Background: an optimization exercise with open tools, aiming at small area, a short achievable clock period and few clock cycles per item. Do not read the settings as production practice. Function was not checked in any run shown here: the RTL went through the layout flow alone. Power and IR drop assume default switching activity.

**flow/config.mk**
```make
export PLATFORM = sky130hd
export DESIGN_NAME = lc4_pipeline
export DESIGN_NICKNAME = lc4_pipeline
export VERILOG_FILES = /design/flow/design.v
export SDC_FILE = /design/flow/constraint.sdc
export NUM_CORES = 4
export LEC_CHECK = 0
export CAP_MARGIN = 20
export CORE_MARGIN = 2
export CORE_UTILIZATION = 40
export SLEW_MARGIN = 20
```
**flow/constraint.sdc**
```tcl
create_clock -name core_clock -period 7.0 [get_ports {gwe}]
set_input_delay 1.4000 -clock core_clock [delete_from_list [all_inputs] [get_ports {gwe}]]
set_output_delay 1.4000 -clock core_clock [all_outputs]
set_load 0.01 [all_outputs]
```
**flow/design.v**
```verilog
`timescale 1ns/10ps
`default_nettype none
package lc4_pkg;
   typedef logic [15:0] word_t;
   typedef logic [2:0]  reg_idx_t;
   localparam word_t RESET_PC = 16'h8200;
   function automatic logic writes_rd(input logic [15:0] insn);
      case (insn[15:12])
         4'b0001: writes_rd = (insn[5:3] != 3'b011);
         4'b0101: writes_rd = 1'b1;
         4'b0110: writes_rd = 1'b1;
         4'b1001: writes_rd = 1'b1;
         4'b1101: writes_rd = insn[8];
         default: writes_rd = 1'b0;
      endcase
   endfunction
   function automatic logic is_load(input logic [15:0] insn);
      is_load = (insn[15:12] == 4'b0110);
   endfunction
   function automatic logic is_store(input logic [15:0] insn);
      is_store = (insn[15:12] == 4'b0111);
   endfunction
   function automatic logic is_mul(input logic [15:0] insn);
      is_mul = (insn[15:12] == 4'b0001) && (insn[5:3] == 3'b001);
   endfunction
endpackage
`default_nettype wire
`timescale 1ns/10ps
`default_nettype none
module lc4_decoder (
   input  wire  [15:0] i_insn,
   output logic [2:0]  o_rt
);
   assign o_rt = (i_insn[15:12] == 4'b0111 || i_insn[15:12] == 4'b1101) ?
                 i_insn[11:9] : i_insn[2:0];
endmodule
`default_nettype wire
`timescale 1ns/10ps
`default_nettype none
module lc4_regfile (
   input  wire         gwe,
   input  wire         i_clr,
   input  wire  [2:0]  i_rs,
   input  wire  [2:0]  i_rt,
   input  wire  [2:0]  i_rd,
   input  wire  [15:0] i_wdata,
   input  wire         i_rd_we,
   output logic [15:0] o_rs_data,
   output logic [15:0] o_rt_data
);
   logic [15:0] regs [8];
   always_ff @(posedge gwe) begin
      for (int i = 0; i < 8; i++) begin
         if (i_clr || (i_rd_we && i_rd == 3'(i))) begin
            regs[i] <= i_clr ? 16'd0 : i_wdata;
         end
      end
   end
   assign o_rs_data = regs[i_rs];
   assign o_rt_data = regs[i_rt];
endmodule
`default_nettype wire
`timescale 1ns/10ps
`default_nettype none
module lc4_alu (
   input  wire  [15:0] i_insn,
   input  wire  [15:0] i_a,         
   input  wire  [15:0] i_b,         
   input  wire  [15:0] i_c,         
   input  wire         i_mul_lat,   
   input  wire         i_mul_add,   
   output logic [15:0] o_result
);
   logic [3:0]  op;
   logic [15:0] imm5, imm6, imm9, bsel, sum, lres;
   logic        cin;
   assign op   = i_insn[15:12];
   assign imm5 = {{11{i_insn[4]}}, i_insn[4:0]};
   assign imm6 = {{10{i_insn[5]}}, i_insn[5:0]};
   assign imm9 = {{7{i_insn[8]}}, i_insn[8:0]};
   always_comb begin
      cin  = 1'b0;
      bsel = i_b;
      if (i_mul_add) begin
         bsel = i_c;
      end else if (i_mul_lat) begin
         bsel = 16'd0;
      end else if (op[2]) begin
         bsel = imm6;                       
      end else if (i_insn[5]) begin
         bsel = imm5;                       
      end else if (i_insn[4]) begin
         bsel = ~i_b;                       
         cin  = 1'b1;
      end
   end
   assign sum = i_a + bsel + {15'd0, cin};
   always_comb begin
      case (i_insn[5:3])
         3'b000:  lres = i_a & i_b;
         3'b001:  lres = ~i_a;
         3'b010:  lres = i_a | i_b;
         3'b011:  lres = i_a ^ i_b;
         default: lres = i_a & imm5;
      endcase
   end
   always_comb begin
      case (op)
         4'b0101: o_result = lres;
         4'b1001: o_result = imm9;
         4'b1101: o_result = {i_insn[7:0], i_b[7:0]};
         default: o_result = sum;           
      endcase
   end
endmodule
module lc4_mul_csa (
   input  wire  [15:0] i_x,
   input  wire  [15:0] i_y,
   output logic [15:0] o_s,
   output logic [15:0] o_c
);
   logic [15:0] pp [16];
   logic [15:0] l1 [11];
   logic [15:0] l2 [8];
   logic [15:0] l3 [6];
   logic [15:0] l4 [4];
   logic [15:0] l5 [3];
   always_comb begin
      for (int j = 0; j < 16; j++) begin
         pp[j] = (i_x << j) & {16{i_y[j]}};
      end
   end
   function automatic logic [15:0] s3(input logic [15:0] a, input logic [15:0] b,
                                      input logic [15:0] c);
      s3 = a ^ b ^ c;
   endfunction
   function automatic logic [15:0] c3(input logic [15:0] a, input logic [15:0] b,
                                      input logic [15:0] c);
      c3 = ((a & b) | (a & c) | (b & c)) << 1;
   endfunction
   always_comb begin
      for (int k = 0; k < 5; k++) begin
         l1[2*k]   = s3(pp[3*k], pp[3*k+1], pp[3*k+2]);
         l1[2*k+1] = c3(pp[3*k], pp[3*k+1], pp[3*k+2]);
      end
      l1[10] = pp[15];
      for (int k = 0; k < 3; k++) begin
         l2[2*k]   = s3(l1[3*k], l1[3*k+1], l1[3*k+2]);
         l2[2*k+1] = c3(l1[3*k], l1[3*k+1], l1[3*k+2]);
      end
      l2[6] = l1[9];
      l2[7] = l1[10];
      for (int k = 0; k < 2; k++) begin
         l3[2*k]   = s3(l2[3*k], l2[3*k+1], l2[3*k+2]);
         l3[2*k+1] = c3(l2[3*k], l2[3*k+1], l2[3*k+2]);
      end
      l3[4] = l2[6];
      l3[5] = l2[7];
      for (int k = 0; k < 2; k++) begin
         l4[2*k]   = s3(l3[3*k], l3[3*k+1], l3[3*k+2]);
         l4[2*k+1] = c3(l3[3*k], l3[3*k+1], l3[3*k+2]);
      end
      l5[0] = s3(l4[0], l4[1], l4[2]);
      l5[1] = c3(l4[0], l4[1], l4[2]);
      l5[2] = l4[3];
      o_s = s3(l5[0], l5[1], l5[2]);
      o_c = c3(l5[0], l5[1], l5[2]);
   end
endmodule
`default_nettype wire
`timescale 1ns/10ps
`default_nettype none
module lc4_hazard (
   input  wire  [2:0]  i_src,         
   input  wire  [15:0] i_reg_data,    
   input  wire         i_m_we,        
   input  wire         i_m_ld,        
   input  wire  [2:0]  i_m_rd,
   input  wire  [15:0] i_m_res,       
   input  wire  [15:0] i_dmem_data,   
   output logic [15:0] o_data
);
   logic hit;
   assign hit = i_m_we && (i_m_rd == i_src);
   assign o_data = !hit ? i_reg_data : (i_m_ld ? i_dmem_data : i_m_res);
endmodule
`default_nettype wire
`timescale 1ns/10ps
`default_nettype none
module lc4_pipeline #(
   parameter logic [15:0] RESET_PC = 16'h8200
) (
   input  wire         gwe,
   input  wire         i_rst_n,
   output logic [15:0] o_cur_pc,
   input  wire  [15:0] i_cur_insn,
   output logic [15:0] o_dmem_addr,
   output logic        o_dmem_we,
   output logic [15:0] o_dmem_towrite,
   input  wire  [15:0] i_cur_dmem_data,
   output logic [1:0]  o_trace_stall,
   output logic [15:0] o_trace_pc,
   output logic [15:0] o_trace_insn,
   output logic        o_trace_regfile_we,
   output logic [2:0]  o_trace_wsel,
   output logic [15:0] o_trace_wdata,
   output logic        o_trace_nzp_we,
   output logic [2:0]  o_trace_nzp_bits,
   output logic        o_trace_dmem_we,
   output logic [15:0] o_trace_dmem_addr,
   output logic [15:0] o_trace_dmem_data
);
   logic [15:0] pc_q;                     
   logic        clr_q;                    
   logic        xv_q;                     
   logic [15:0] x_insn_q;
   logic [2:0]  x_rt_q;                   
   logic [1:0]  mul_q;                    
   logic        mv_q;                     
   logic [15:0] m_insn_q, m_res_q, m_sd_q;
   logic        cv_q;                     
   logic        seen_q;                   
   logic        adv_q;                    
   logic [15:0] c_insn_q, c_val_q, c_addr_q;
   logic        x_mul, x_go, m_we, m_ld;
   logic [15:0] rs_reg, rt_reg, rs_x, rt_x, alu_x, mul_s, mul_c, m_wdata;
   logic [2:0]  x_rt_d;
   assign x_mul = lc4_pkg::is_mul(x_insn_q);
   assign x_go  = !(xv_q && x_mul && mul_q != 2'd2);
   lc4_decoder u_predecode (.i_insn(i_cur_insn), .o_rt(x_rt_d));
   assign m_we    = mv_q && lc4_pkg::writes_rd(m_insn_q);
   assign m_ld    = lc4_pkg::is_load(m_insn_q);
   assign m_wdata = m_ld ? i_cur_dmem_data : m_res_q;
   lc4_regfile u_regfile (
      .gwe(gwe), .i_clr(clr_q),
      .i_rs(x_insn_q[8:6]), .i_rt(x_rt_q),
      .i_rd(m_insn_q[11:9]), .i_wdata(m_wdata), .i_rd_we(m_we),
      .o_rs_data(rs_reg), .o_rt_data(rt_reg)
   );
   lc4_hazard u_byp_rs (
      .i_src(x_insn_q[8:6]), .i_reg_data(rs_reg),
      .i_m_we(m_we || mul_q == 2'd2), .i_m_ld(m_ld && mul_q != 2'd2),
      .i_m_rd(mul_q == 2'd2 ? x_insn_q[8:6] : m_insn_q[11:9]),
      .i_m_res(m_res_q), .i_dmem_data(i_cur_dmem_data), .o_data(rs_x)
   );
   lc4_hazard u_byp_rt (
      .i_src(x_rt_q), .i_reg_data(rt_reg),
      .i_m_we(m_we), .i_m_ld(m_ld), .i_m_rd(m_insn_q[11:9]),
      .i_m_res(m_res_q), .i_dmem_data(i_cur_dmem_data), .o_data(rt_x)
   );
   lc4_alu u_alu (
      .i_insn(x_insn_q), .i_a(rs_x), .i_b(rt_x), .i_c(m_sd_q),
      .i_mul_lat(x_mul && mul_q == 2'd0), .i_mul_add(x_mul && mul_q == 2'd2),
      .o_result(alu_x)
   );
   lc4_mul_csa u_mul (.i_x(m_res_q), .i_y(m_sd_q), .o_s(mul_s), .o_c(mul_c));
   always_ff @(posedge gwe or negedge i_rst_n) begin
      if (!i_rst_n) begin
         pc_q   <= RESET_PC;
         clr_q  <= 1'b1;
         xv_q   <= 1'b0;
         mul_q  <= 2'd0;
         mv_q   <= 1'b0;
         cv_q   <= 1'b0;
         seen_q <= 1'b0;
         adv_q  <= 1'b0;
      end else begin
         clr_q  <= 1'b0;
         if (x_go) begin
            pc_q <= pc_q + 16'd1;
            xv_q <= 1'b1;
         end
         mul_q  <= (xv_q && x_mul && !x_go) ? mul_q + 2'd1 : 2'd0;
         mv_q   <= xv_q && x_go;
         cv_q   <= mv_q;
         seen_q <= seen_q || cv_q;
         adv_q  <= x_go;
      end
   end
   always_ff @(posedge gwe) begin
      if (x_go) begin
         x_insn_q <= i_cur_insn;
         x_rt_q   <= x_rt_d;
      end
      m_insn_q <= x_insn_q;
      m_res_q  <= (mul_q == 2'd1) ? mul_s : alu_x;
      m_sd_q   <= (mul_q == 2'd1) ? mul_c : rt_x;
      c_insn_q <= m_insn_q;
      c_addr_q <= m_res_q;
      c_val_q  <= lc4_pkg::is_store(m_insn_q) ? m_sd_q : m_wdata;
   end
   assign o_cur_pc       = pc_q;
   assign o_dmem_addr    = m_res_q;
   assign o_dmem_we      = mv_q && lc4_pkg::is_store(m_insn_q);
   assign o_dmem_towrite = m_sd_q;
   logic c_we, c_mem;
   assign c_we  = lc4_pkg::writes_rd(c_insn_q);
   assign c_mem = lc4_pkg::is_load(c_insn_q) || lc4_pkg::is_store(c_insn_q);
   assign o_trace_stall      = {!cv_q, !cv_q && seen_q};
   assign o_trace_pc         = pc_q - 16'd2 - {15'd0, adv_q};
   assign o_trace_insn       = c_insn_q;
   assign o_trace_regfile_we = c_we;
   assign o_trace_wsel       = c_insn_q[11:9];
   assign o_trace_wdata      = c_val_q;
   assign o_trace_nzp_we     = c_we;
   assign o_trace_nzp_bits   = c_val_q[15] ? 3'b100 : (c_val_q == 16'd0) ? 3'b010 : 3'b001;
   assign o_trace_dmem_we    = lc4_pkg::is_store(c_insn_q);
   assign o_trace_dmem_addr  = c_mem ? c_addr_q : 16'd0;
   assign o_trace_dmem_data  = c_mem ? c_val_q : 16'd0;
endmodule
`default_nettype wire
```
**flow/run.sh**
```bash
#!/bin/bash
# synth_recipe.tcl (not shown) runs the flow's synth.tcl, then flattens the netlist and writes it again
# the make line also repeats each setting of config.mk as NAME=value (left out here)
make -C /OpenROAD-flow-scripts/flow DESIGN_CONFIG=/design/flow/config.mk WORK_HOME=/design/flow/orfs CLKGATE_MAP_FILE= SYNTH_SCRIPT=/design/flow/synth_recipe.tcl finish
```
==> impl_metrics.csv, run 1 <==
group,metric,value,unit
routing,dr.pass1.iters,5,
critical_path,required,7500,ps
cts,cts_made_buffers,30,
floorplan,die_height,215,um
placed_design,place_hpwl,42.7,mm
cts,ctsRootBufferMaster,"clkbuf_16",
cts,cts_sinks,267,
critical_path,worstSetupPathType,"reg2reg",
critical_path,endpoint_kind,"register",
timing,fin_crit,5130,ps
synth,yosysUniqueCellTypes,80,
synth,yosysSeqAreaShare,39.2,%
global_route,grt_overflow,0,
floorplan,core,43900,um2
global_route,grt_pass1_vias,14400,
cts,ctsHoldBuffers,0,
synth,yosysWarnings,11,
routing,postRouteAntennaNets,0,
placed_design,io_buffer_count,173,
timing,maxClockFrequency,195,MHz
floorplan,rows,77,
floorplan,start_util,40.3,%
critical_path,crit_arrival,5620,ps
synth,syn_nets,1940,
placed_design,dpl_cell_area,20000,um2
timing,finalSetupViolations,0,
global_route,grt_first_pass_wirelength,90.2,mm
global_route,grt_max_degree,49,
placed_design,place_congestion,0.943,
cells_and_area,drive_gt1_share,8.28,%
synth,synth_edf_count,147,
synth,netlist_area,17700,um2
timing,finalHoldViolCount,0,
cts,cts_htree_levels,1,
timing,worst_clock_skew,45.0,ps
cells_and_area,fillers,4081,
cells_and_area,syn_to_final_growth,19.1,%
power,power_density,502,nW/um2
routing,num_vias,14400,
synth,avgSynthCellArea,10.1,um2
global_route,antenna_found_initial,2,
outcome,status,"no timing/DRC/antenna violations",
timing,period_share,73.3,%
cts,cts_tree,"done",
routing,drtIter0Drc,1323,
synth,synthArstFlopShare,8.99,%
cells_and_area,final_area,21100,um2
cts,post_cts_buffers,0,
cells_and_area,nNetsFinal,2073,
routing,drt-vias-per-instance,5.76,
timing,drv_slew,0,
timing,fin_tns_setup,0,ps
routing,drc,0,
timing,tightest_slew,1120,ps
critical_path,start_kind,"register",
routing,detail_route.wl_per_cell,23.9,um
cts,clk_latency,590,ps
floorplan,die_w,215,um
critical_path,cp_max_fo,47,
power,ir_drop,0.515,mV
power,p_leak,8.66,nW
cts,cts_resized,0,
timing,slew_headroom,25.2,%
routing,drt_wl_total,59.8,mm
timing,grt_setup_unrepaired,"false",
global_route,grt_usage,25.6,%
run,drv_cap,0,
synth,synth-main-ff-cell,"edfxtp_1",
floorplan,die_area,46000,um2
synth,synthCells,1752,
cts,clk_path_buf_depth,3,
min_path,hold_path.class,"reg2reg",
synth,synth_seq_cells,267,
floorplan,io_pins,174,
cts,path_clk_slew,60,ps
[path summary, 6_finish.rpt]
check                                  from           to  slack, ps  cells past startpoint
worst max-delay path              x_rt_q[0]  m_res_q[15]       1870                     18
max in group asynchronous           i_rst_n      pc_q[9]       5790                      1
worst min-delay path            m_insn_q[6]  c_insn_q[6]        330                      0
worst min register to register  m_insn_q[6]  c_insn_q[6]        330                      0
min in group asynchronous           i_rst_n         cv_q        830                      1
worst max register to register    x_rt_q[0]  m_res_q[15]       1870                     18
[layer usage]
| layer | track usage (%) | vias up | part of all wire (%) |
|---|---|---|---|
| li1 | - | 6384 | - |
| met1 | 34.7 | 7133 | 42 |
| met2 | 41.2 | 762 | 45 |
| met3 | 5.84 | 119 | 9.5 |
| met4 | 7.55 | 2 | 3.0 |
| met5 | 0 | - | 0.020 |
[where the power goes]
| part | total, mW | internal, mW | leakage, nW | switching, mW |
|---|---|---|---|---|
| Clock | 1.70 | 1.04 | 0.546 | 0.660 |
| Sequential | 2.51 | 2.05 | 2.61 | 0.464 |
| Combinational | 6.40 | 2.95 | 5.50 | 3.45 |
[critical path: stages (launching register included)]
cell	delay, ps
edfxtp_1	330
buf_4	530
or3_1	670
nor2_1	90
a41o_1	260
mux2_2	340
xnor2_1	150
nor2_1	60
a21oi_1	180
o21ai_0	110
ha_1	300
a21o_1	180
a211o_1	330
a21o_1	170
a31oi_1	410
o21ba_2	200
a21oi_1	60
or3_1	370
a311oi_1	270
[cell type report]
class                   instances  area [um2]  area share [%]
diodes                          1        2.50          0.0119
clock buffers                  44         972            4.60
clock inverters                12         126           0.599
inverters                     139         522            2.47
multi-input cells            1235        9790            46.4
flip-flops and latches        267        6940            32.9
well taps                     592         741            3.51
repair buffers                212        2020            9.56
[registers in the layout, summed over array words and instances (netlist names), 2 cells and up]
| name | count |
|---|---|
| u_regfile.regs | 128 |
| c_addr_q | 16 |
| c_insn_q | 16 |
| c_val_q | 16 |
| m_insn_q | 16 |
| m_res_q | 16 |
| m_sd_q | 16 |
| pc_q | 16 |
| x_insn_q | 16 |
| x_rt_q | 3 |
| mul_q | 2 |
[synth_stat cells (6+ instances only)]
cell	count	area share, %
buf_1	9	0.19
edfxtp_1	147	25
o2bb2ai_1	12	0.59
or3_1	7	0.25
nand2b_1	19	0.67
ha_1	69	4.9
xor2_1	26	1.3
nor3_1	17	0.48
a21o_1	14	0.59
mux2_2	25	1.6
o21ai_0	70	2.0
o22ai_1	15	0.53
nor2_1	135	2.9
o21ai_1	11	0.31
nor4_1	8	0.28
a22oi_1	14	0.59
buf_2	20	0.56
a22o_1	12	0.59
and3_1	10	0.35
and2_1	137	4.8
a221o_1	10	0.56
o21a_1	7	0.30
a21oi_1	82	2.3
nand2_1	115	2.4
clkbuf_1	72	1.5
a221oi_1	24	1.2
dfrtp_1	21	3.0
a211oi_1	6	0.25
xnor2_1	52	2.6
mux4_2	15	1.9
o221ai_1	11	0.54
nand3_1	15	0.42
nor2b_1	32	1.1
mux2i_1	81	4.6
buf_4	9	0.38
inv_1	134	2.8
fa_1	85	9.6
dfxtp_1	96	11
a31oi_1	12	0.42
[layout by cell type, fill, tap and decap left out, types with 11 or more instances in the layout]
cell,synthesis,routed
o21ai_0,70,69
edfxtp_1,147,147
dfxtp_1,96,96
clkbuf_16,0,34
fa_1,85,85
nand2_1,115,115
xor2_1,26,26
a21o_1,14,14
nand3_1,15,15
a221oi_1,24,24
mux2i_1,81,81
clkdlybuf4s50_1,0,172
nor2_1,135,134
a21oi_1,82,82
and2_1,137,137
o21ai_1,11,12
xnor2_1,52,52
o22ai_1,15,15
inv_1,134,134
o2bb2ai_1,12,12
a31oi_1,12,12
a22o_1,12,12
mux2_2,25,25
a22oi_1,14,14
ha_1,69,69
mux4_2,15,15
nor3_1,17,17
nand2b_1,19,19
buf_4,9,39
o221ai_1,11,11
nor2b_1,32,31
dfrtp_1,21,21
[kinds of logic after synthesis]
group	share of synthesized area [%]
simple gates	15.1
compound gates	13.4
flops	39.2
buf+inv	5.67
fa+ha+maj	14.5
mux	8.34
xor+xnor	3.85
other cells	0.0424
[metrics by stage]
| step | worst slack (ps) | hold slack [ps] | total power, mW | cells | utilization, % |
|---|---|---|---|---|---|
| final | 1870 | 325 | 10.6 | 2502 | 48.1 |
| after global routing | 1610 | 334 | 11.6 | 2501 | 48.1 |
| after CTS | 1990 | 325 | 10.7 | 2501 | 48.1 |
| after detailed placement | 1580 | 312 | 8.90 | 2445 | 45.6 |
| after global placement | 1610 | 316 | 8.93 | 2445 | 45.6 |
| after floorplan | 2570 | 310 | 6.66 | 1752 | - |
==> run 2, diff against run 1 <==
--- a/flow/design.v
+++ b/flow/design.v
@@ -66,9 +66,7 @@
    input  wire  [15:0] i_insn,
    input  wire  [15:0] i_a,         
    input  wire  [15:0] i_b,         
-   input  wire  [15:0] i_c,         
    input  wire         i_mul_lat,   
-   input  wire         i_mul_add,   
    output logic [15:0] o_result
 );
    logic [3:0]  op;
@@ -81,9 +79,7 @@
    always_comb begin
       cin  = 1'b0;
       bsel = i_b;
-      if (i_mul_add) begin
-         bsel = i_c;
-      end else if (i_mul_lat) begin
+      if (i_mul_lat) begin
          bsel = 16'd0;
       end else if (op[2]) begin
          bsel = imm6;                       
@@ -215,22 +211,30 @@
    logic        xv_q;                     
    logic [15:0] x_insn_q;
    logic [2:0]  x_rt_q;                   
-   logic [1:0]  mul_q;                    
+   logic        mul_q;                    
+   logic        dep_q;                    
    logic        mv_q;                     
    logic [15:0] m_insn_q, m_res_q, m_sd_q;
    logic        cv_q;                     
    logic        seen_q;                   
    logic        adv_q;                    
    logic [15:0] c_insn_q, c_val_q, c_addr_q;
-   logic        x_mul, x_go, m_we, m_ld;
+   logic        x_mul, x_go, m_we, m_ld, m_mul, f_dep;
    logic [15:0] rs_reg, rt_reg, rs_x, rt_x, alu_x, mul_s, mul_c, m_wdata;
    logic [2:0]  x_rt_d;
+   logic [3:0]  f_op;
    assign x_mul = lc4_pkg::is_mul(x_insn_q);
-   assign x_go  = !(xv_q && x_mul && mul_q != 2'd2);
+   assign x_go  = !(xv_q && ((x_mul && !mul_q) || dep_q));
    lc4_decoder u_predecode (.i_insn(i_cur_insn), .o_rt(x_rt_d));
+   assign f_op  = i_cur_insn[15:12];
+   assign f_dep = x_mul && mul_q &&
+                  (((f_op == 4'b0001 || f_op == 4'b0101 || f_op[3:1] == 3'b011) &&
+                    i_cur_insn[8:6] == x_insn_q[11:9]) ||
+                   x_rt_d == x_insn_q[11:9]);
    assign m_we    = mv_q && lc4_pkg::writes_rd(m_insn_q);
    assign m_ld    = lc4_pkg::is_load(m_insn_q);
-   assign m_wdata = m_ld ? i_cur_dmem_data : m_res_q;
+   assign m_mul   = lc4_pkg::is_mul(m_insn_q);
+   assign m_wdata = m_ld ? i_cur_dmem_data : m_mul ? m_res_q + m_sd_q : m_res_q;
    lc4_regfile u_regfile (
       .gwe(gwe), .i_clr(clr_q),
       .i_rs(x_insn_q[8:6]), .i_rt(x_rt_q),
@@ -239,8 +243,7 @@
    );
    lc4_hazard u_byp_rs (
       .i_src(x_insn_q[8:6]), .i_reg_data(rs_reg),
-      .i_m_we(m_we || mul_q == 2'd2), .i_m_ld(m_ld && mul_q != 2'd2),
-      .i_m_rd(mul_q == 2'd2 ? x_insn_q[8:6] : m_insn_q[11:9]),
+      .i_m_we(m_we), .i_m_ld(m_ld), .i_m_rd(m_insn_q[11:9]),
       .i_m_res(m_res_q), .i_dmem_data(i_cur_dmem_data), .o_data(rs_x)
    );
    lc4_hazard u_byp_rt (
@@ -249,47 +252,44 @@
       .i_m_res(m_res_q), .i_dmem_data(i_cur_dmem_data), .o_data(rt_x)
    );
    lc4_alu u_alu (
-      .i_insn(x_insn_q), .i_a(rs_x), .i_b(rt_x), .i_c(m_sd_q),
-      .i_mul_lat(x_mul && mul_q == 2'd0), .i_mul_add(x_mul && mul_q == 2'd2),
-      .o_result(alu_x)
+      .i_insn(x_insn_q), .i_a(rs_x), .i_b(rt_x),
+      .i_mul_lat(x_mul && !mul_q), .o_result(alu_x)
    );
    lc4_mul_csa u_mul (.i_x(m_res_q), .i_y(m_sd_q), .o_s(mul_s), .o_c(mul_c));
    always_ff @(posedge gwe or negedge i_rst_n) begin
       if (!i_rst_n) begin
-         pc_q   <= RESET_PC;
+         pc_q   <= RESET_PC - 16'd1;
          clr_q  <= 1'b1;
          xv_q   <= 1'b0;
-         mul_q  <= 2'd0;
+         mul_q  <= 1'b0;
+         dep_q  <= 1'b0;
          mv_q   <= 1'b0;
          cv_q   <= 1'b0;
          seen_q <= 1'b0;
          adv_q  <= 1'b0;
       end else begin
          clr_q  <= 1'b0;
-         if (x_go) begin
-            pc_q <= pc_q + 16'd1;
-            xv_q <= 1'b1;
-         end
-         mul_q  <= (xv_q && x_mul && !x_go) ? mul_q + 2'd1 : 2'd0;
+         pc_q   <= o_cur_pc;
+         if (x_go) xv_q <= 1'b1;
+         mul_q  <= xv_q && x_mul && !mul_q && !dep_q;
+         dep_q  <= f_dep;
          mv_q   <= xv_q && x_go;
          cv_q   <= mv_q;
          seen_q <= seen_q || cv_q;
          adv_q  <= x_go;
       end
    end
+   assign o_cur_pc = pc_q + {15'd0, x_go};
    always_ff @(posedge gwe) begin
-      if (x_go) begin
-         x_insn_q <= i_cur_insn;
-         x_rt_q   <= x_rt_d;
-      end
+      x_insn_q <= i_cur_insn;
+      x_rt_q   <= x_rt_d;
       m_insn_q <= x_insn_q;
-      m_res_q  <= (mul_q == 2'd1) ? mul_s : alu_x;
-      m_sd_q   <= (mul_q == 2'd1) ? mul_c : rt_x;
+      m_res_q  <= mul_q ? mul_s : alu_x;
+      m_sd_q   <= mul_q ? mul_c : rt_x;
       c_insn_q <= m_insn_q;
       c_addr_q <= m_res_q;
       c_val_q  <= lc4_pkg::is_store(m_insn_q) ? m_sd_q : m_wdata;
    end
-   assign o_cur_pc       = pc_q;
    assign o_dmem_addr    = m_res_q;
    assign o_dmem_we      = mv_q && lc4_pkg::is_store(m_insn_q);
    assign o_dmem_towrite = m_sd_q;
@@ -297,7 +297,7 @@
    assign c_we  = lc4_pkg::writes_rd(c_insn_q);
    assign c_mem = lc4_pkg::is_load(c_insn_q) || lc4_pkg::is_store(c_insn_q);
    assign o_trace_stall      = {!cv_q, !cv_q && seen_q};
-   assign o_trace_pc         = pc_q - 16'd2 - {15'd0, adv_q};
+   assign o_trace_pc         = pc_q - 16'd1 - {15'd0, adv_q};
    assign o_trace_insn       = c_insn_q;
    assign o_trace_regfile_we = c_we;
    assign o_trace_wsel       = c_insn_q[11:9];
--- a/flow/config.mk
+++ b/flow/config.mk
@@ -7,5 +7,7 @@
 export LEC_CHECK = 0
 export CAP_MARGIN = 20
 export CORE_MARGIN = 2
-export CORE_UTILIZATION = 40
+export CORE_UTILIZATION = 60
+export CTS_BUF_LIST = sky130_fd_sc_hd__clkbuf_4 sky130_fd_sc_hd__clkbuf_8
+export SETUP_SLACK_MARGIN = 2.5
 export SLEW_MARGIN = 20
==> impl_metrics.csv, run 2 <==
group,metric,value,unit
global_route,grt_max_degree,50,
synth,synthArstFlopShare,8.99,%
power,pwr-share-seq,21.3,%
synth,synthTopCellsByArea,"edfxtp_1, dfxtp_1, fa_1",
global_route,antenna_found_initial,3,
routing,drtIter0Drc,1822,
cts,clk_latency,600,ps
placed_design,place_hpwl,42.7,mm
routing,dr.pass1.iters,9,
routing,drc,0,
cells_and_area,syn_to_final_growth,22.6,%
synth,yosys.area.top_type_share,21.1,%
min_path,min_to,"c_insn_q[0]",
synth,avgSynthCellArea,9.87,um2
cells_and_area,finalNonFillerCells,2472,
timing,fin_tns_setup,0,ps
synth,yosysSeqAreaShare,37.1,%
power,pwr-share-comb,65.6,%
critical_path,start_kind,"register",
cts,cts_sinks,267,
cts,path_clk_slew,60,ps
synth,netlist_area,18200,um2
cells_and_area,fillers,2143,
min_path,hold_path.class,"reg2reg",
global_route,grt_usage,38.6,%
synth,synth_edf_count,128,
placed_design,dp.cells,2338,
routing,drt_wl_total,61.7,mm
cells_and_area,nNetsFinal,2246,
synth,synth-main-ff-cell,"edfxtp_1",
cells_and_area,largest_reg_flops,128,
power,switching_share,45.9,%
cts,cts_tree,"done",
min_path,min_path_cells,0,
floorplan,start_util,61.1,%
run,drv_cap,0,
timing,grt_setup_unrepaired,"true",
global_route,use_met1,49.7,%
placed_design,dpl_cell_area,20300,um2
cells_and_area,final_area,22300,um2
power,power.internal,6.35,mW
cts,ctsHoldBuffers,0,
synth,yosysTopAreaCell,"edfxtp_1",
global_route,grt_pass1_vias,15400,
cells_and_area,drive_gt1_share,17.0,%
critical_path,required,7510,ps
routing,num_vias,15900,
timing,worst_clock_skew,24.6,ps
global_route,busiest_layer,"met2",
cts,ctsRootBufferMaster,"clkbuf_8",
floorplan,io_pins,174,
synth,syn_nets,2046,
critical_path,worstSetupPathType,"reg2reg",
cells_and_area,regMostFlops,"u_regfile.regs",
global_route,grt_first_pass_wirelength,91.4,mm
cts,clk_path_buf_depth,3,
critical_path,rr_worst_depth,18,
power,p_leak,9.24,nW
cts,cts_htree_levels,2,
timing,period_share,66.1,%
timing,tightest_slew,1070,ps
timing,drv_slew,0,
cells_and_area,final_common_cell,"clkdlybuf4s50_1",
min_path,hold_start,"m_insn_q[0]",
placed_design,place_congestion,0.976,
synth,synthCells,1845,
timing,finalSetupViolations,0,
timing,slew_headroom,27.8,%
cts,cts_made_buffers,45,
floorplan,core,29800,um2
critical_path,r2r_slack,2370,ps
global_route,grt_overflow,0,
global_route,grt_util_met2,62.2,%
floorplan,die_height,178,um
critical_path,endpoint_kind,"register",
cells_and_area,layout_common_cells,"clkdlybuf4s50_1, and2_1, nor2_1, inv_1, nand2_1",
floorplan,die_area,31800,um2
critical_path,cp_max_fo,7,
timing,fin_crit,4630,ps
power,p_switching,5.38,mW
timing,finalHoldViolCount,0,
synth,synth_common_cells,"nor2_1, and2_1, inv_1",
power,pwr-share-clk,13.1,%
critical_path,r2r-start,"m_insn_q[14]",
power,ir_drop,0.849,mV
power,power_density,525,nW/um2
routing,drt-vias-per-instance,6.44,
timing,maxClockFrequency,216,MHz
routing,detail_route.wl_per_cell,25.0,um
placed_design,io_buffer_count,173,
floorplan,die_w,178,um
global_route,use_met3,7.91,%
synth,yosysWarnings,11,
synth,yosysMostFrequentCell,"nor2_1",
critical_path,crit_arrival,5130,ps
floorplan,rows,63,
outcome,status,"no timing/DRC/antenna violations",
synth,yosysUniqueCellTypes,87,
critical_path,r2r-end,"m_res_q[15]",
cells_and_area,diodes,0,
routing,postRouteAntennaNets,0,
synth,synth_seq_cells,267,
==> run 2: worst max-delay path by stage <==
stage / from / end / slack [ps] / cells past startpoint
after floorplan: m_insn_q[14] / m_res_q[15] / 2570 / 18
after CTS: m_insn_q[14] / m_res_q[15] / 2420 / 20
after global routing: m_res_q[0] / m_res_q[15] / 2190 / 17
final: m_insn_q[14] / m_res_q[15] / 2370 / 18
after global placement: i_cur_dmem_data[2] / m_res_q[15] / 1620 / 16
after detailed placement: i_cur_dmem_data[2] / m_res_q[15] / 1570 / 16
==> run 2: worst max-delay path, stage by stage (launching register included) <==
cell and delay (ps):
dfxtp_4 350, or3b_4 400, o311a_1 310, buf_6 140, o211ai_4 290, clkbuf_16 230
mux2i_4 330, xnor2_1 160, nand2_1 70, a21oi_1 140, ha_1 310, a21oi_2 170
o22ai_2 110, o21a_2 240, a221o_1 340, o41ai_2 220, xor3_1 260, or2_2 280
a32oi_1 170
==> run 2: power by group through the flow <==
stage | registers, mW | logic, mW | clock network, mW
floorplan | 2.33 | 4.66 | 0
global placement | 2.48 | 7.03 | 0
finish | 2.50 | 7.70 | 1.54
global route | 2.53 | 8.38 | 1.62
CTS | 2.47 | 7.48 | 1.55
detailed placement | 2.49 | 7.17 | 0
==> run 2: what timing repair did <==
item | in CTS | in global routing
buffers inserted | 17 | 27
resized for setup | 96 | 90
pin swaps | 10 | 31
setup endpoints to repair | 27 | 20
cloned | 5 | 1
==> run 2: layer usage <==
layer	part of all wire (%)	routed length, um
met1	37	22700
met2	46	28700
met3	11	6860
met4	5.6	3430
met5	0	0
==> run 2: cells by family (layout without fill, tap and decap cells) <==
kind of cell / Yosys count / in the layout / synth area share (%)
flip-flops: 267 / 267 / 37.1
multiplexers: 86 / 86 / 5.76
XOR/XNOR: 96 / 96 / 4.70
buffers and inverters: 252 / 488 / 5.58
other: 2 / 2 / 0.0412
adder cells (fa/ha/maj): 167 / 167 / 15.0
AND/OR/NAND/NOR: 570 / 570 / 15.8
AO/OA/AOI/OAI: 405 / 406 / 16.0
==> run 2: final cells by class <==
cell class | count | area [um2] | share of cell area [%]
multi-input cells | 1327 | 10900 | 48.6
inverters | 138 | 522 | 2.34
clock inverters | 24 | 210 | 0.941
repair buffers | 266 | 2670 | 11.9
clock buffers | 60 | 788 | 3.53
flip-flops and latches | 267 | 6800 | 30.4
well taps | 390 | 488 | 2.18
==> run 2: stage by stage <==
step | worst slack (ps) | utilization, % | hold slack [ps] | total power, mW
floorplan | 2570 | - | 310 | 6.98
global placement | 1620 | 68.2 | 310 | 9.51
detailed placement | 1570 | 68.2 | 314 | 9.66
CTS | 2420 | 73.2 | 325 | 11.5
global route | 2190 | 75.0 | 335 | 12.5
finish | 2370 | 75.0 | 325 | 11.7
==> run 3, diff against run 2 <==
==> flow/config.mk (replaced) <==
export PLATFORM = sky130hd
export DESIGN_NAME = lc4_pipeline
export DESIGN_NICKNAME = lc4_pipeline
export VERILOG_FILES = /design/flow/design.v
export SDC_FILE = /design/flow/constraint.sdc
export NUM_CORES = 4
export LEC_CHECK = 0
export ABC_CLOCK_PERIOD_IN_PS = 3500
export CAP_MARGIN = 20
export CORE_MARGIN = 2
export CORE_UTILIZATION = 40
export SETUP_SLACK_MARGIN = 3.5
export SLEW_MARGIN = 20
==> impl_metrics.csv, run 3 <==
group,metric,value,unit
outcome,status,"no timing/DRC/antenna violations",
routing,wl_met1,28.8,mm
routing,postRouteAntennaNets,0,
power,switching_share,44.6,%
timing,fin_tns_setup,0,ps
floorplan,io_pins,174,
cells_and_area,fillers,3908,
cells_and_area,finalNonFillerCells,2781,
cells_and_area,fin_util,54.6,%
global_route,grt_first_pass_wirelength,104,mm
power,power_density,536,nW/um2
global_route,grt_pass1_vias,16100,
cts,clk_latency,600,ps
timing,fin_crit,4530,ps
synth,synth_edf_count,128,
cells_and_area,syn_to_final_growth,35.3,%
power,power.internal,7.32,mW
cells_and_area,final_common_cell,"buf_4",
floorplan,die_area,47300,um2
critical_path,crit_start,"m_insn_q[14]",
critical_path,cpLargestDelayFamily,"compound AO/OA/AOI/OAI gates",
global_route,antenna_found_initial,0,
routing,dr_wl_met3,5.07,mm
synth,avgSynthCellArea,9.87,um2
routing,drc,0,
timing,slew_headroom,30.6,%
critical_path,cp_cell_sequence,"or3b_4 -> o311a_4 -> buf_6 -> o211ai_1 -> buf_6 -> buf_4 -> o221ai_1 -> a21boi_4 -> inv_1 -> ha_1 -> a21oi_2 -> o21ai_2 -> and3_1 -> a221o_1 -> o41ai_2 -> xor3_1 -> or2_4 -> a32oi_1",
cells_and_area,final_area,24700,um2
critical_path,r2r-start,"m_insn_q[14]",
critical_path,cp_max_fo,7,
placed_design,dpl_cell_area,20700,um2
global_route,grt_max_degree,45,
routing,highest-signal-layer,"met4",
cts,cts_tree,"done",
critical_path,worstSetupPathType,"reg2reg",
run,drv_cap,0,
routing,drt-vias-per-instance,5.80,
timing,finalHoldViolCount,0,
routing,detail_route.wl_per_cell,25.9,um
synth,yosysWarnings,11,
power,pwr-share-comb,68.4,%
critical_path,endpoint_kind,"register",
routing,dr.pass1.iters,6,
cells_and_area,nNetsFinal,2359,
min_path,hold_start,"m_insn_q[1]",
timing,period_share,64.8,%
critical_path,start_kind,"register",
floorplan,die_height,217,um
min_path,hold_path.class,"reg2reg",
cts,cts_sinks,267,
power,p_leak,10.2,nW
critical_path,slowest_stage,"o311a_4",
timing,drv_slew,0,
synth,netlist_area,18200,um2
synth,yosysMostFrequentCell,"nor2_1",
timing,holdWs,327,ps
synth,synth_common_cells,"nor2_1, and2_1, inv_1",
placed_design,place_congestion,0.940,
routing,met2_length,34.4,mm
global_route,grt_overflow,0,
synth,synthCells,1845,
critical_path,slowest_delay,420,ps
routing,drtIter0Drc,1437,
cells_and_area,drive_gt1_share,29.7,%
timing,tightest_slew,1040,ps
floorplan,rows,78,
timing,finalSetupViolations,0,
power,p_switching,5.89,mW
synth,yosysTopAreaCell,"edfxtp_1",
floorplan,start_util,40.3,%
global_route,grt_usage,29.6,%
cts,ctsHoldBuffers,0,
routing,num_vias,16100,
critical_path,crit_arrival,5050,ps
critical_path,cp.buffers_inverters,4,
cts,cts_htree_levels,1,
synth,synth_seq_cells,267,
cts,path_clk_slew,60,ps
cts,ctsRootBufferMaster,"clkbuf_16",
placed_design,io_buffer_count,173,
cts,clk_path_buf_depth,3,
power,pwr-share-clk,12.3,%
floorplan,core,45200,um2
floorplan,die_w,217,um
synth,synthArstFlopShare,8.99,%
placed_design,dp.cells,2539,
timing,maxClockFrequency,221,MHz
power,ir_drop,0.868,mV
cts,cts_made_buffers,30,
cells_and_area,layout_common_cells,"buf_4, edfxtp_1, nor2_1, nand2_1, clkdlybuf4s50_1",
cells_and_area,regMostFlops,"u_regfile.regs",
synth,synthTopCellsByArea,"edfxtp_1, dfxtp_1, fa_1",
synth,yosys.area.top_type_share,21.1,%
synth,yosysSeqAreaShare,37.1,%
cells_and_area,largest_reg_flops,128,
routing,drt_wl_total,72.1,mm
synth,synth-main-ff-cell,"edfxtp_1",
cells_and_area,diodes,0,
critical_path,required,7520,ps
synth,syn_nets,2046,
placed_design,place_hpwl,47.4,mm
power,pwr-share-seq,19.3,%
critical_path,crit_top_cell,"buf_6",
timing,grt_setup_unrepaired,"true",
synth,yosysUniqueCellTypes,87,
timing,worst_clock_skew,13.6,ps
-- run 3: cell counts after synthesis --
No cell type changed its count.
-- run 3: what timing repair did --
item	CTS	global route
setup buffers	129	52
gates resized for setup	419	103
setup endpoints to repair	111	166
pin swaps	110	57
cloned	6	0
-- run 3: cells by family (layout without fill, tap and decap cells) --
kind of cell	Yosys count	count (layout)	share of synthesized area (%)
AND/OR/NAND/NOR	570	571	15.8
buffers and inverters	252	586	5.58
XOR/XNOR	96	96	4.70
other	2	2	0.0412
multiplexers	86	86	5.76
adder cells (fa/ha/maj)	167	167	15.0
AO/OA/AOI/OAI	405	406	16.0
flip-flops	267	267	37.1
-- run 3: path summary, 6_finish.rpt --
check,end,slack [ps],depth (start not counted)
hold reg to reg,c_insn_q[1],330,0
max in group asynchronous,pc_q[3],5520,2
min in group asynchronous,pc_q[10],1180,2
setup reg to reg,m_res_q[15],2470,18
setup / recovery,m_res_q[15],2470,18
hold / removal,c_insn_q[1],330,0
-- run 3: layout make-up --
cell class | count | area (um2) | share of cell area [%]
clock buffers | 35 | 791 | 3.21
flip-flops and latches | 267 | 6900 | 28.0
well taps | 600 | 751 | 3.04
repair buffers | 393 | 3680 | 14.9
clock inverters | 20 | 215 | 0.873
inverters | 138 | 536 | 2.17
multi-input cells | 1328 | 11800 | 47.8
-- run 3: metal layers --
metal / global-route usage, % / vias to the layer above
li1: - / 7176
met1: 38.2 / 8048
met2: 49.0 / 728
met3: 4.85 / 187
met4: 13.0 / 0
met5: 0 / -
-- run 3: power groups by stage --
| stage | sequential [mW] | clock [mW] | combinational [mW] |
|---|---|---|---|
| 3_5_place_dp | 2.63 | 0 | 7.35 |
| 3_3_place_gp | 2.62 | 0 | 7.26 |
| 2_1_floorplan | 2.35 | 0 | 4.80 |
| 5_1_grt | 2.57 | 1.71 | 9.83 |
| 6_report | 2.55 | 1.62 | 9.04 |
| 4_1_cts | 2.51 | 1.65 | 8.80 |
-- run 3: metrics by stage --
stage / power [mW] / setup WS (ps)
after global routing: 14.1 / 2330
after global placement: 9.88 / 1790
after floorplan: 7.15 / 2760
after detailed placement: 9.98 / 1660
final: 13.2 / 2470
after CTS: 13.0 / 2550
==> run 4, diff against run 3 <==
--- a/flow/design.v
+++ b/flow/design.v
@@ -167,18 +167,14 @@
 `timescale 1ns/10ps
 `default_nettype none
 module lc4_hazard (
-   input  wire  [2:0]  i_src,         
    input  wire  [15:0] i_reg_data,    
-   input  wire         i_m_we,        
-   input  wire         i_m_ld,        
-   input  wire  [2:0]  i_m_rd,
-   input  wire  [15:0] i_m_res,       
-   input  wire  [15:0] i_dmem_data,   
+   input  wire         i_sel_res,     
+   input  wire         i_sel_ld,      
+   input  wire  [15:0] i_m_res,
+   input  wire  [15:0] i_dmem_data,
    output logic [15:0] o_data
 );
-   logic hit;
-   assign hit = i_m_we && (i_m_rd == i_src);
-   assign o_data = !hit ? i_reg_data : (i_m_ld ? i_dmem_data : i_m_res);
+   assign o_data = i_sel_res ? i_m_res : i_sel_ld ? i_dmem_data : i_reg_data;
 endmodule
 `default_nettype wire
 `timescale 1ns/10ps
@@ -211,87 +207,102 @@
    logic        xv_q;                     
    logic [15:0] x_insn_q;
    logic [2:0]  x_rt_q;                   
+   logic        x_mul_q;                  
    logic        mul_q;                    
    logic        dep_q;                    
+   logic        brs_res_q, brs_ld_q;      
+   logic        brt_res_q, brt_ld_q;      
    logic        mv_q;                     
+   logic        m_we_q, m_ld_q, m_st_q, m_mul_q;
    logic [15:0] m_insn_q, m_res_q, m_sd_q;
    logic        cv_q;                     
    logic        seen_q;                   
    logic        adv_q;                    
    logic [15:0] c_insn_q, c_val_q, c_addr_q;
-   logic        x_mul, x_go, m_we, m_ld, m_mul, f_dep;
+   logic        x_go, x_we, x_ld, f_dep, f_rs_used, f_rs_hit, f_rt_hit;
    logic [15:0] rs_reg, rt_reg, rs_x, rt_x, alu_x, mul_s, mul_c, m_wdata;
    logic [2:0]  x_rt_d;
    logic [3:0]  f_op;
-   assign x_mul = lc4_pkg::is_mul(x_insn_q);
-   assign x_go  = !(xv_q && ((x_mul && !mul_q) || dep_q));
+   assign x_go  = !(xv_q && ((x_mul_q && !mul_q) || dep_q));
    lc4_decoder u_predecode (.i_insn(i_cur_insn), .o_rt(x_rt_d));
-   assign f_op  = i_cur_insn[15:12];
-   assign f_dep = x_mul && mul_q &&
-                  (((f_op == 4'b0001 || f_op == 4'b0101 || f_op[3:1] == 3'b011) &&
-                    i_cur_insn[8:6] == x_insn_q[11:9]) ||
-                   x_rt_d == x_insn_q[11:9]);
-   assign m_we    = mv_q && lc4_pkg::writes_rd(m_insn_q);
-   assign m_ld    = lc4_pkg::is_load(m_insn_q);
-   assign m_mul   = lc4_pkg::is_mul(m_insn_q);
-   assign m_wdata = m_ld ? i_cur_dmem_data : m_mul ? m_res_q + m_sd_q : m_res_q;
+   assign x_we = xv_q && x_go && lc4_pkg::writes_rd(x_insn_q);
+   assign x_ld = lc4_pkg::is_load(x_insn_q);
+   assign f_op      = i_cur_insn[15:12];
+   assign f_rs_used = (f_op == 4'b0001 || f_op == 4'b0101 || f_op[3:1] == 3'b011);
+   assign f_rs_hit  = x_we && i_cur_insn[8:6] == x_insn_q[11:9];
+   assign f_rt_hit  = x_we && x_rt_d == x_insn_q[11:9];
+   assign f_dep     = x_mul_q && mul_q && ((f_rs_used && f_rs_hit) || f_rt_hit);
+   assign m_wdata = m_ld_q ? i_cur_dmem_data : m_mul_q ? m_res_q + m_sd_q : m_res_q;
    lc4_regfile u_regfile (
       .gwe(gwe), .i_clr(clr_q),
       .i_rs(x_insn_q[8:6]), .i_rt(x_rt_q),
-      .i_rd(m_insn_q[11:9]), .i_wdata(m_wdata), .i_rd_we(m_we),
+      .i_rd(m_insn_q[11:9]), .i_wdata(m_wdata), .i_rd_we(m_we_q),
       .o_rs_data(rs_reg), .o_rt_data(rt_reg)
    );
    lc4_hazard u_byp_rs (
-      .i_src(x_insn_q[8:6]), .i_reg_data(rs_reg),
-      .i_m_we(m_we), .i_m_ld(m_ld), .i_m_rd(m_insn_q[11:9]),
+      .i_reg_data(rs_reg), .i_sel_res(brs_res_q), .i_sel_ld(brs_ld_q),
       .i_m_res(m_res_q), .i_dmem_data(i_cur_dmem_data), .o_data(rs_x)
    );
    lc4_hazard u_byp_rt (
-      .i_src(x_rt_q), .i_reg_data(rt_reg),
-      .i_m_we(m_we), .i_m_ld(m_ld), .i_m_rd(m_insn_q[11:9]),
+      .i_reg_data(rt_reg), .i_sel_res(brt_res_q), .i_sel_ld(brt_ld_q),
       .i_m_res(m_res_q), .i_dmem_data(i_cur_dmem_data), .o_data(rt_x)
    );
    lc4_alu u_alu (
       .i_insn(x_insn_q), .i_a(rs_x), .i_b(rt_x),
-      .i_mul_lat(x_mul && !mul_q), .o_result(alu_x)
+      .i_mul_lat(x_mul_q && !mul_q), .o_result(alu_x)
    );
    lc4_mul_csa u_mul (.i_x(m_res_q), .i_y(m_sd_q), .o_s(mul_s), .o_c(mul_c));
    always_ff @(posedge gwe or negedge i_rst_n) begin
       if (!i_rst_n) begin
-         pc_q   <= RESET_PC - 16'd1;
-         clr_q  <= 1'b1;
-         xv_q   <= 1'b0;
-         mul_q  <= 1'b0;
-         dep_q  <= 1'b0;
-         mv_q   <= 1'b0;
-         cv_q   <= 1'b0;
-         seen_q <= 1'b0;
-         adv_q  <= 1'b0;
+         pc_q      <= RESET_PC - 16'd1;
+         clr_q     <= 1'b1;
+         xv_q      <= 1'b0;
+         mul_q     <= 1'b0;
+         dep_q     <= 1'b0;
+         brs_res_q <= 1'b0;
+         brs_ld_q  <= 1'b0;
+         brt_res_q <= 1'b0;
+         brt_ld_q  <= 1'b0;
+         mv_q      <= 1'b0;
+         m_we_q    <= 1'b0;
+         m_st_q    <= 1'b0;
+         cv_q      <= 1'b0;
+         seen_q    <= 1'b0;
+         adv_q     <= 1'b0;
       end else begin
-         clr_q  <= 1'b0;
-         pc_q   <= o_cur_pc;
+         clr_q     <= 1'b0;
+         pc_q      <= o_cur_pc;
          if (x_go) xv_q <= 1'b1;
-         mul_q  <= xv_q && x_mul && !mul_q && !dep_q;
-         dep_q  <= f_dep;
-         mv_q   <= xv_q && x_go;
-         cv_q   <= mv_q;
-         seen_q <= seen_q || cv_q;
-         adv_q  <= x_go;
+         mul_q     <= xv_q && x_mul_q && !mul_q && !dep_q;
+         dep_q     <= f_dep;
+         brs_res_q <= f_rs_hit && !x_ld;
+         brs_ld_q  <= f_rs_hit && x_ld;
+         brt_res_q <= f_rt_hit && !x_ld;
+         brt_ld_q  <= f_rt_hit && x_ld;
+         mv_q      <= xv_q && x_go;
+         m_we_q    <= x_we;
+         m_st_q    <= xv_q && x_go && lc4_pkg::is_store(x_insn_q);
+         cv_q      <= mv_q;
+         seen_q    <= seen_q || cv_q;
+         adv_q     <= x_go;
       end
    end
    assign o_cur_pc = pc_q + {15'd0, x_go};
    always_ff @(posedge gwe) begin
       x_insn_q <= i_cur_insn;
       x_rt_q   <= x_rt_d;
+      x_mul_q  <= lc4_pkg::is_mul(i_cur_insn);
       m_insn_q <= x_insn_q;
+      m_ld_q   <= x_ld;
+      m_mul_q  <= x_mul_q;
       m_res_q  <= mul_q ? mul_s : alu_x;
       m_sd_q   <= mul_q ? mul_c : rt_x;
       c_insn_q <= m_insn_q;
       c_addr_q <= m_res_q;
-      c_val_q  <= lc4_pkg::is_store(m_insn_q) ? m_sd_q : m_wdata;
+      c_val_q  <= m_st_q ? m_sd_q : m_wdata;
    end
    assign o_dmem_addr    = m_res_q;
-   assign o_dmem_we      = mv_q && lc4_pkg::is_store(m_insn_q);
+   assign o_dmem_we      = m_st_q;
    assign o_dmem_towrite = m_sd_q;
    logic c_we, c_mem;
    assign c_we  = lc4_pkg::writes_rd(c_insn_q);
==> impl_metrics.csv, run 4 <==
group,metric,value,unit
synth,yosysWarnings,11,
synth,netlist_area,18400,um2
global_route,grt_pass1_vias,16100,
cells_and_area,syn_to_final_growth,32.3,%
cts,ctsHoldBuffers,0,
routing,drc,0,
global_route,grt_usage,29.3,%
outcome,status,"no timing/DRC/antenna violations",
floorplan,die_height,218,um
synth,avgSynthCellArea,9.84,um2
cells_and_area,multi_input_area,11400,um2
cts,cts_made_buffers,34,
critical_path,slowest_delay,560,ps
routing,detail_route.wl_per_cell,25.7,um
timing,slew_headroom,31.7,%
cells_and_area,diodes,0,
synth,synthArstFlopShare,10.9,%
synth,yosys.area.top_type_share,20.9,%
timing,tightest_slew,1030,ps
global_route,grt_max_degree,50,
routing,drt-vias-per-instance,5.88,
cells_and_area,final_area,24300,um2
cts,clk_path_buf_depth,3,
routing,drt_wl_total,71.3,mm
placed_design,io_buffer_count,173,
synth,synth_edf_count,128,
placed_design,place_congestion,0.927,
floorplan,die_area,47700,um2
timing,holdWs,325,ps
synth,synthTopCellsByArea,"edfxtp_1, dfxtp_1, fa_1",
critical_path,r2r_slack,2610,ps
critical_path,slowest_stage,"fa_1",
routing,dr.pass1.iters,5,
synth,yosysUniqueCellTypes,89,
global_route,grt_overflow,0,
routing,postRouteAntennaNets,0,
critical_path,endpoint_kind,"register",
placed_design,place_hpwl,46.3,mm
cells_and_area,seqCellArea,7080,um2
timing,finalHoldViolCount,0,
timing,fin_crit,4390,ps
run,drv_cap,0,
cts,cts_htree_levels,2,
critical_path,crit_arrival,4800,ps
cells_and_area,nNetsFinal,2351,
timing,grt_setup_unrepaired,"true",
synth,synth_common_cells,"nand2_1, inv_1, and2_1",
critical_path,crit_top_cell,"fa_1",
floorplan,io_pins,174,
synth,yosysMostFrequentCell,"nand2_1",
global_route,grt_first_pass_wirelength,103,mm
cts,ctsRootBufferMaster,"clkbuf_16",
synth,synth_seq_cells,276,
critical_path,cpLargestDelayFamily,"adder cells",
cts,clk_latency,550,ps
floorplan,rows,78,
timing,drv_slew,0,
critical_path,rr_worst_depth,14,
critical_path,cp_cell_sequence,"and2_1 -> fa_1 -> inv_2 -> fa_1 -> fa_1 -> fa_1 -> fa_2 -> xor2_2 -> xnor2_2 -> xnor2_2 -> xnor2_1 -> xnor2_1 -> xnor2_2 -> a32oi_1",
cts,cts_sinks,276,
synth,yosysSeqAreaShare,37.9,%
timing,finalSetupViolations,0,
global_route,antenna_found_initial,1,
routing,num_vias,16300,
critical_path,worstSetupPathType,"reg2reg",
critical_path,cp_max_fo,11,
power,ir_drop,1.03,mV
cells_and_area,largest_reg_flops,128,
timing,worst_clock_skew,12.3,ps
cts,path_clk_slew,60,ps
critical_path,critical_path_depth,14,
cells_and_area,finalNonFillerCells,2775,
synth,yosysTopAreaCell,"edfxtp_1",
routing,drtIter0Drc,1680,
floorplan,die_w,218,um
min_path,hold_path.class,"reg2reg",
power,p_leak,10.2,nW
cells_and_area,fillers,4051,
placed_design,dpl_cell_area,20700,um2
floorplan,core,45400,um2
timing,fin_tns_setup,0,ps
cells_and_area,final_common_cell,"nand2_1",
min_path,min_path_cells,0,
cells_and_area,layout_common_cells,"nand2_1, buf_4, edfxtp_1, inv_1, and2_1",
floorplan,start_util,40.5,%
placed_design,dp.cells,2558,
cells_and_area,regMostFlops,"u_regfile.regs",
timing,maxClockFrequency,228,MHz
cells_and_area,drive_gt1_share,25.4,%
critical_path,start_kind,"register",
critical_path,cp.buffers_inverters,1,
synth,synth-main-ff-cell,"edfxtp_1",
timing,period_share,62.7,%
synth,syn_nets,2069,
power,power_density,576,nW/um2
critical_path,required,7410,ps
synth,synthCells,1868,
cts,cts_tree,"done",
-- run 4: cell count changes after synthesis, sizes merged, moves of 12 or more --
cell / change
a21oi: +26
o21ai: +26
nor2: -22
inv: +14
a31oi: -13
a22o: +12
nand2: +12
-- run 4: per-layer routing --
metal / track usage, % / vias up / share of wire, %
met1: 38.6 / 8141 / 41
met4: 15.4 / 0 / 5.5
met5: 0 / - / 0
met2: 46.6 / 824 / 47
met3: 4.26 / 192 / 7.1
li1: - / 7167 / -
-- run 4: cells by family (layout without fill, tap and decap cells) --
| group | after synthesis | count (layout) | synth area share, % |
|---|---|---|---|
| xor gates and xnor gates | 88 | 88 | 4.19 |
| muxes | 86 | 86 | 5.74 |
| buffers and inverters | 261 | 568 | 5.92 |
| other | 2 | 2 | 0.0409 |
| and+or+nand+nor | 559 | 559 | 15.3 |
| adders and majority gates | 167 | 167 | 14.9 |
| DFF | 276 | 276 | 37.9 |
| AOI/OAI and AO/OA | 429 | 429 | 16.0 |
-- run 4: report_power, final --
part,internal (mW),switching (mW)
combinational,4.67,5.06
clock,1.04,0.707
sequential,2.14,0.385
-- run 4: path summary, 6_finish.rpt --
kind	start	endpoint
hold / removal	m_insn_q[3]	c_insn_q[3]
setup / recovery	m_res_q[11]	m_res_q[15]
setup reg to reg	m_res_q[11]	m_res_q[15]
min in group asynchronous	i_rst_n	brs_res_q
max in group asynchronous	i_rst_n	pc_q[15]
hold reg to reg	m_insn_q[3]	c_insn_q[3]
-- run 4: per-stage QoR --
stage	setup WS (ps)	util, %	total power [mW]
after floorplan	2880	-	7.44
after global placement	1980	45.6	10.1
after detailed placement	1920	45.6	10.2
after CTS	2660	52.1	13.5
after global routing	2480	53.6	14.9
final	2610	53.6	14.0
-- run 4: layout make-up --
| type | count | area share, % |
|---|---|---|
| Tap cell | 600 | 3.09 |
| Sequential cell | 276 | 29.1 |
| Clock buffer | 46 | 3.95 |
| Timing Repair Buffer | 358 | 13.9 |
| Multi-Input combinational cell | 1331 | 47.0 |
| Inverter | 149 | 2.37 |
| Clock inverter | 15 | 0.556 |
-- run 4: timing repair --
item | in CTS | in global routing
resized for setup | 365 | 91
pin swaps | 80 | 58
setup buffers | 120 | 33
gates cloned | 3 | 0
endpoints found under the setup margin | 113 | 102

[what the ideal ports hide]
No port has a modelled driver above. Below, the same layouts with a new extraction and two added sets of constraints.
Step 1 sets driving cells, clkbuf_16 on the clock port and buf_2 on the other inputs (assumed; they add their load-dependent delay and slew).
Step 2 moves the port delays by t, midway between the first and last clock arrival at a register: inputs arrive t later, outputs are due t later. That takes back most of the time a late clock gives input paths.
Slacks: ideal ports / drivers / drivers and shift; pairs: ideal ports / drivers.
run | t, ns | slack for setup (ns) | hold slack, ns
run 1 | 0.617 | 1.872 / 1.872 / 1.481 | 0.325 / 0.325 / 0.325
run 2 | 0.637 | 2.375 / 2.375 / 1.869 | 0.325 / 0.325 / 0.325
run 3 | 0.647 | 2.467 / 2.467 / 1.877 | 0.327 / 0.327 / 0.327
run 4 | 0.599 | 2.609 / 2.609 / 2.150 | 0.325 / 0.325 / 0.325
After both steps every run listed still meets setup and hold. The setup slack of run 3, which loses most, moves by 0.000 ns with the drivers and by -0.590 ns with both steps.
